What follows belongs to an exercise in optimizing a design on an open flow for small area and few clock cycles; a production flow would make more cautious choices.
Only simulation tests tie the RTL to the original design; equivalence was not proved.
No activity file was given, so power comes from the tool's default toggle rates.

## v14
// rv_exec_core
module rv_exec_core (
   input  logic        clk,
   input  logic        arst_n,
   input  logic        inst_valid,
   output logic        inst_ready,
   input  logic [31:0] inst,
   output logic        res_valid,
   input  logic        res_ready,
   output logic [4:0]  res_rd,
   output logic [31:0] res_value,
   output logic        res_illegal
);
==> module rf_rd, before the edit <==
module rf_rd (
   input  logic [32*31-1:0] d,
   input  logic [31:1]      s,
   input  logic [31:1]      sh,
   output logic [31:0]      q
);
   for (genvar j = 0; j < 32; j++) begin : g_b
      logic [31:1] col;
      for (genvar i = 1; i < 32; i++) begin : g_c
         assign col[i] = d[32*(i-1) + j];
      end
      rf_rd_bit u_b (.d(col), .s(j < 16 ? s : sh), .q(q[j]));
   end
endmodule
==> module rf_rd_x, before the edit <==
module rf_rd_x (
   input  logic [32*31-1:0] d,
   input  logic [31:1]      s,
   input  logic [31:1]      sh,
   input  logic [31:0]      xd,
   input  logic             xs,
   output logic [31:0]      q
);
   for (genvar j = 0; j < 32; j++) begin : g_b
      logic [31:1] col;
      for (genvar i = 1; i < 32; i++) begin : g_c
         assign col[i] = d[32*(i-1) + j];
      end
      rf_rd_bit_x u_b (.d(col), .s(j < 16 ? s : sh), .xd(xd[j]), .xs(xs), .q(q[j]));
   end
endmodule
==> module exec_unit, before the edit <==
module exec_unit (
   input  logic [rv_exec_pkg::QW-1:0] entry,
   input  logic [32*31-1:0]           rf,
   input  logic [31:1]                rf_v,
   output logic [4:0]                 rd,
   output logic [31:0]                value,
   output logic                       illegal,
   output logic                       legal
);
   logic [1:0]  cls;
   logic [4:0]  rs1, rs2;
   logic [2:0]  f3;
   logic        alt;
   logic [11:0] imm12;
   logic [19:0] imm20;
   logic        is_r, is_i, is_lui;
   logic [31:1] sel1, sel2, sel1h, sel2h;
   logic [31:0] a, b;
   assign cls   = entry[26:25];
   assign imm20 = entry[24:5];      
   assign imm12 = entry[24:13];     
   assign alt   = entry[23];        
   assign rs2   = entry[17:13];     
   assign rs1   = entry[12:8];      
   assign f3    = entry[7:5];       
   assign is_r    = (cls == rv_exec_pkg::CLS_R);
   assign is_i    = (cls == rv_exec_pkg::CLS_I);
   assign is_lui  = (cls == rv_exec_pkg::CLS_LUI);
   assign legal   = (cls != rv_exec_pkg::CLS_ILL);
   assign illegal = !legal;
   assign rd      = legal ? entry[4:0] : 5'd0;
   reg_dec_v  u_dec1  (.r(rs1), .v(rf_v), .sel(sel1));
   reg_dec_v  u_dec1h (.r(rs1), .v(rf_v), .sel(sel1h));
   reg_dec_ve u_dec2  (.r(rs2), .en(is_r), .v(rf_v), .sel(sel2));
   reg_dec_ve u_dec2h (.r(rs2), .en(is_r), .v(rf_v), .sel(sel2h));
   rf_rd   u_rd1 (.d(rf), .s(sel1), .sh(sel1h), .q(a));
   rf_rd_x u_rd2 (.d(rf), .s(sel2), .sh(sel2h), .xd({{20{imm12[11]}}, imm12}), .xs(is_i), .q(b));
   alu u_alu (
      .a      (a),
      .b      (b),
      .f3     (f3),
      .alt    (alt),
      .is_r   (is_r),
      .is_lui (is_lui),
      .legal  (legal),
      .imm20  (imm20),
      .value  (value)
   );
endmodule
==> module rv_exec_core, before the edit <==
module rv_exec_core (
   input  logic        clk,
   input  logic        arst_n,
   input  logic        inst_valid,
   output logic        inst_ready,
   input  logic [31:0] inst,
   output logic        res_valid,
   input  logic        res_ready,
   output logic [4:0]  res_rd,
   output logic [31:0] res_value,
   output logic        res_illegal
);
   localparam int QW    = rv_exec_pkg::QW;
   localparam int DEPTH = 5;
   logic [QW-1:0]       q_mem [DEPTH];
   logic [DEPTH*QW-1:0] q_flat;
   logic [DEPTH-1:0]    wp, rp;
   logic [2:0]          count;
   logic [QW-1:0]       in_entry, head;
   logic                full, q_valid, push, exec;
   logic [31:0]      rf [1:31];
   logic [32*31-1:0] rf_flat;
   logic [31:1]      rf_v;
   logic [31:1]      we, weh;
   logic [4:0]       x_rd;
   logic [31:0]      x_value;
   logic             x_illegal, x_legal;
   assign full       = (count == 3'(DEPTH));
   assign q_valid    = (count != 3'd0);
   assign inst_ready = !full;
   assign push       = inst_valid && !full;
   assign exec       = q_valid && (!res_valid || res_ready);
   inst_decoder u_inst_decoder (.inst(inst), .entry(in_entry));
   for (genvar k = 0; k < DEPTH; k++) begin : g_q
      assign q_flat[QW*k +: QW] = q_mem[k];
      logic [QW-1:0] nxt;
      logic          en;
      assign en = push && wp[k];
      hold_word #(.W(QW)) u_h (.q(q_mem[k]), .d(in_entry), .en(en), .en_n(!en), .y(nxt));
      always_ff @(posedge clk) q_mem[k] <= nxt;
   end
   q_rd u_q_rd (.d(q_flat), .s(rp), .q(head));
   always_ff @(posedge clk or negedge arst_n) begin
      if (!arst_n) begin
         wp    <= DEPTH'(1);
         rp    <= DEPTH'(1);
         count <= '0;
      end else begin
         if (push) wp <= {wp[DEPTH-2:0], wp[DEPTH-1]};
         if (exec) rp <= {rp[DEPTH-2:0], rp[DEPTH-1]};
         if (push && !exec) count <= count + 1'b1;
         else if (exec && !push) count <= count - 1'b1;
      end
   end
   exec_unit u_exec_unit (
      .entry   (head),
      .rf      (rf_flat),
      .rf_v    (rf_v),
      .rd      (x_rd),
      .value   (x_value),
      .illegal (x_illegal),
      .legal   (x_legal)
   );
   reg_dec_e u_wdec  (.r(head[4:0]), .en(exec && x_legal), .sel(we));
   reg_dec_e u_wdech (.r(head[4:0]), .en(exec && x_legal), .sel(weh));
   for (genvar i = 1; i < 32; i++) begin : g_rf
      assign rf_flat[32*(i-1) +: 32] = rf[i];
      logic [31:0] nxt;
      hold_word #(.W(16)) u_h  (.q(rf[i][15:0]), .d(x_value[15:0]), .en(we[i]), .en_n(!we[i]), .y(nxt[15:0]));
      hold_word #(.W(16)) u_hh (.q(rf[i][31:16]), .d(x_value[31:16]), .en(weh[i]), .en_n(!weh[i]), .y(nxt[31:16]));
      always_ff @(posedge clk) rf[i] <= nxt;
   end
   always_ff @(posedge clk or negedge arst_n) begin
      if (!arst_n) begin
         rf_v      <= '0;
         res_valid <= 1'b0;
      end else begin
         rf_v <= rf_v | we;
         if (exec) res_valid <= 1'b1;
         else if (res_ready) res_valid <= 1'b0;
      end
   end
   logic [37:0] res_nxt;
   hold_word #(.W(38)) u_h_res (
      .q    ({res_rd, res_value, res_illegal}),
      .d    ({x_rd, x_value, x_illegal}),
      .en   (exec),
      .en_n (!exec),
      .y    (res_nxt)
   );
   always_ff @(posedge clk) {res_rd, res_value, res_illegal} <= res_nxt;
endmodule
Settings: LEC_CHECK=0, CAP_MARGIN=10, CELL_PAD_IN_SITES_DETAIL_PLACEMENT=0, CELL_PAD_IN_SITES_GLOBAL_PLACEMENT=0, CORE_MARGIN=2, CORE_UTILIZATION=55, CTS_BUF_LIST=sky130_fd_sc_hd__clkbuf_16, CTS_CLUSTER_DIAMETER=90, CTS_CLUSTER_SIZE=26, GPL_TIMING_DRIVEN=0, PLACE_DENSITY=0.65, SLEW_MARGIN=10, SYNTH_HIERARCHICAL=1, SYNTH_MINIMUM_KEEP_SIZE=0; clock period 10.0 ns.
run.sh (not shown) runs the stock make flow with config.mk's settings and CLKGATE_MAP_FILE= SYNTH_SCRIPT=/design/flow/synth_recipe.tcl, a recipe that flattens the netlist after the stock synthesis.
Although v14 finished all stages, its layout failed final checks on max-capacitance violations, max-slew violations, negative setup slack.
Testbench counts of v14, summed over its fixed seeds: cycles 18,370.
### v14 -> v12
diff --git a/flow/design.v b/flow/design.v
--- a/flow/design.v
+++ b/flow/design.v
@@ -171,37 +171,35 @@
    end
    or10x u_or (.y_n(y_n), .d0(d[31]), .s0(s[31]), .d1(xd), .s1(xs), .q(q));
 endmodule
 module rf_rd (
    input  logic [32*31-1:0] d,
    input  logic [31:1]      s,
-   input  logic [31:1]      sh,
    output logic [31:0]      q
 );
    for (genvar j = 0; j < 32; j++) begin : g_b
       logic [31:1] col;
       for (genvar i = 1; i < 32; i++) begin : g_c
          assign col[i] = d[32*(i-1) + j];
       end
-      rf_rd_bit u_b (.d(col), .s(j < 16 ? s : sh), .q(q[j]));
+      rf_rd_bit u_b (.d(col), .s(s), .q(q[j]));
    end
 endmodule
 module rf_rd_x (
    input  logic [32*31-1:0] d,
    input  logic [31:1]      s,
-   input  logic [31:1]      sh,
    input  logic [31:0]      xd,
    input  logic             xs,
    output logic [31:0]      q
 );
    for (genvar j = 0; j < 32; j++) begin : g_b
       logic [31:1] col;
       for (genvar i = 1; i < 32; i++) begin : g_c
          assign col[i] = d[32*(i-1) + j];
       end
-      rf_rd_bit_x u_b (.d(col), .s(j < 16 ? s : sh), .xd(xd[j]), .xs(xs), .q(q[j]));
+      rf_rd_bit_x u_b (.d(col), .s(s), .xd(xd[j]), .xs(xs), .q(q[j]));
    end
 endmodule
 module bk_carry (
    input  logic [31:0] g,
    input  logic [31:0] p,
    input  logic        cin,
@@ -354,13 +352,13 @@
    logic [4:0]  rs1, rs2;
    logic [2:0]  f3;
    logic        alt;
    logic [11:0] imm12;
    logic [19:0] imm20;
    logic        is_r, is_i, is_lui;
-   logic [31:1] sel1, sel2, sel1h, sel2h;
+   logic [31:1] sel1, sel2;
    logic [31:0] a, b;
    assign cls   = entry[26:25];
    assign imm20 = entry[24:5];      
    assign imm12 = entry[24:13];     
    assign alt   = entry[23];        
    assign rs2   = entry[17:13];     
@@ -369,18 +367,16 @@
    assign is_r    = (cls == rv_exec_pkg::CLS_R);
    assign is_i    = (cls == rv_exec_pkg::CLS_I);
    assign is_lui  = (cls == rv_exec_pkg::CLS_LUI);
    assign legal   = (cls != rv_exec_pkg::CLS_ILL);
    assign illegal = !legal;
    assign rd      = legal ? entry[4:0] : 5'd0;
-   reg_dec_v  u_dec1  (.r(rs1), .v(rf_v), .sel(sel1));
-   reg_dec_v  u_dec1h (.r(rs1), .v(rf_v), .sel(sel1h));
-   reg_dec_ve u_dec2  (.r(rs2), .en(is_r), .v(rf_v), .sel(sel2));
-   reg_dec_ve u_dec2h (.r(rs2), .en(is_r), .v(rf_v), .sel(sel2h));
-   rf_rd   u_rd1 (.d(rf), .s(sel1), .sh(sel1h), .q(a));
-   rf_rd_x u_rd2 (.d(rf), .s(sel2), .sh(sel2h), .xd({{20{imm12[11]}}, imm12}), .xs(is_i), .q(b));
+   reg_dec_v  u_dec1 (.r(rs1), .v(rf_v), .sel(sel1));
+   reg_dec_ve u_dec2 (.r(rs2), .en(is_r), .v(rf_v), .sel(sel2));
+   rf_rd   u_rd1 (.d(rf), .s(sel1), .q(a));
+   rf_rd_x u_rd2 (.d(rf), .s(sel2), .xd({{20{imm12[11]}}, imm12}), .xs(is_i), .q(b));
    alu u_alu (
       .a      (a),
       .b      (b),
       .f3     (f3),
       .alt    (alt),
       .is_r   (is_r),
@@ -411,13 +407,13 @@
    logic [2:0]          count;
    logic [QW-1:0]       in_entry, head;
    logic                full, q_valid, push, exec;
    logic [31:0]      rf [1:31];
    logic [32*31-1:0] rf_flat;
    logic [31:1]      rf_v;
-   logic [31:1]      we, weh;
+   logic [31:1]      we;
    logic [4:0]       x_rd;
    logic [31:0]      x_value;
    logic             x_illegal, x_legal;
    assign full       = (count == 3'(DEPTH));
    assign q_valid    = (count != 3'd0);
    assign inst_ready = !full;
@@ -451,19 +447,17 @@
       .rf_v    (rf_v),
       .rd      (x_rd),
       .value   (x_value),
       .illegal (x_illegal),
       .legal   (x_legal)
    );
-   reg_dec_e u_wdec  (.r(head[4:0]), .en(exec && x_legal), .sel(we));
-   reg_dec_e u_wdech (.r(head[4:0]), .en(exec && x_legal), .sel(weh));
+   reg_dec_e u_wdec (.r(head[4:0]), .en(exec && x_legal), .sel(we));
    for (genvar i = 1; i < 32; i++) begin : g_rf
       assign rf_flat[32*(i-1) +: 32] = rf[i];
       logic [31:0] nxt;
-      hold_word #(.W(16)) u_h  (.q(rf[i][15:0]), .d(x_value[15:0]), .en(we[i]), .en_n(!we[i]), .y(nxt[15:0]));
-      hold_word #(.W(16)) u_hh (.q(rf[i][31:16]), .d(x_value[31:16]), .en(weh[i]), .en_n(!weh[i]), .y(nxt[31:16]));
+      hold_word #(.W(32)) u_h (.q(rf[i]), .d(x_value), .en(we[i]), .en_n(!we[i]), .y(nxt));
       always_ff @(posedge clk) rf[i] <= nxt;
    end
    always_ff @(posedge clk or negedge arst_n) begin
       if (!arst_n) begin
          rf_v      <= '0;
          res_valid <= 1'b0;
The flow for v12 finished, though final verification flagged max-slew violations.
The higher post-layout instance area came out of v12.
Changes observed in v12 relative to v14: setup-violating endpoint count in the final report has decreased, synthesized area shrank by 980 um^2, maximum net fanout on the critical path now sits lower, post-layout total power now sits higher.
In v12, antenna cell count is lower than in v14.
Re row count: v12 is 1 down on v14.
Against v14 as the reference, v12 delivers a lower ratio of final minimum period to clock period.
Compared with v14, v12 shows a higher part of the total power dissipated in the clock network.
Of v12 and v14, the lower area of the multi-input gates belongs to v12.
v12 gives more switching part of the total than v14 did.
Testbench counts of v12, summed over its fixed seeds: cycles 18,370.

==> separate check: timing with driven ports <==
How much do the figures lean on ideal ports? The routed layouts below were timed once more, with nothing changed but the port constraints. Step 1: set_driving_cell puts a clkbuf_16 on clk and a buf_2 on each other input, an assumption about the parent block. Step 2 moves the port delays by t, midway between the first and last clock arrival at a register: inputs arrive t later, outputs are due t later. That takes back most of the time a late clock gives input paths. Slacks: no drivers / after step 1 / after step 2; pairs: no drivers / after step 1.
run | t (ns) | setup WS [ns] | worst setup path at the end | slew at the worst register clock pin (ns) | pins driven straight from the clock port
v14 | 0.789 | -0.057 / -0.057 / -0.057 | register to register | 0.12 / 0.12 | 1
v12 | 0.784 | 0.609 / 0.609 / 0.609 | register to register | 0.12 / 0.12 | 1
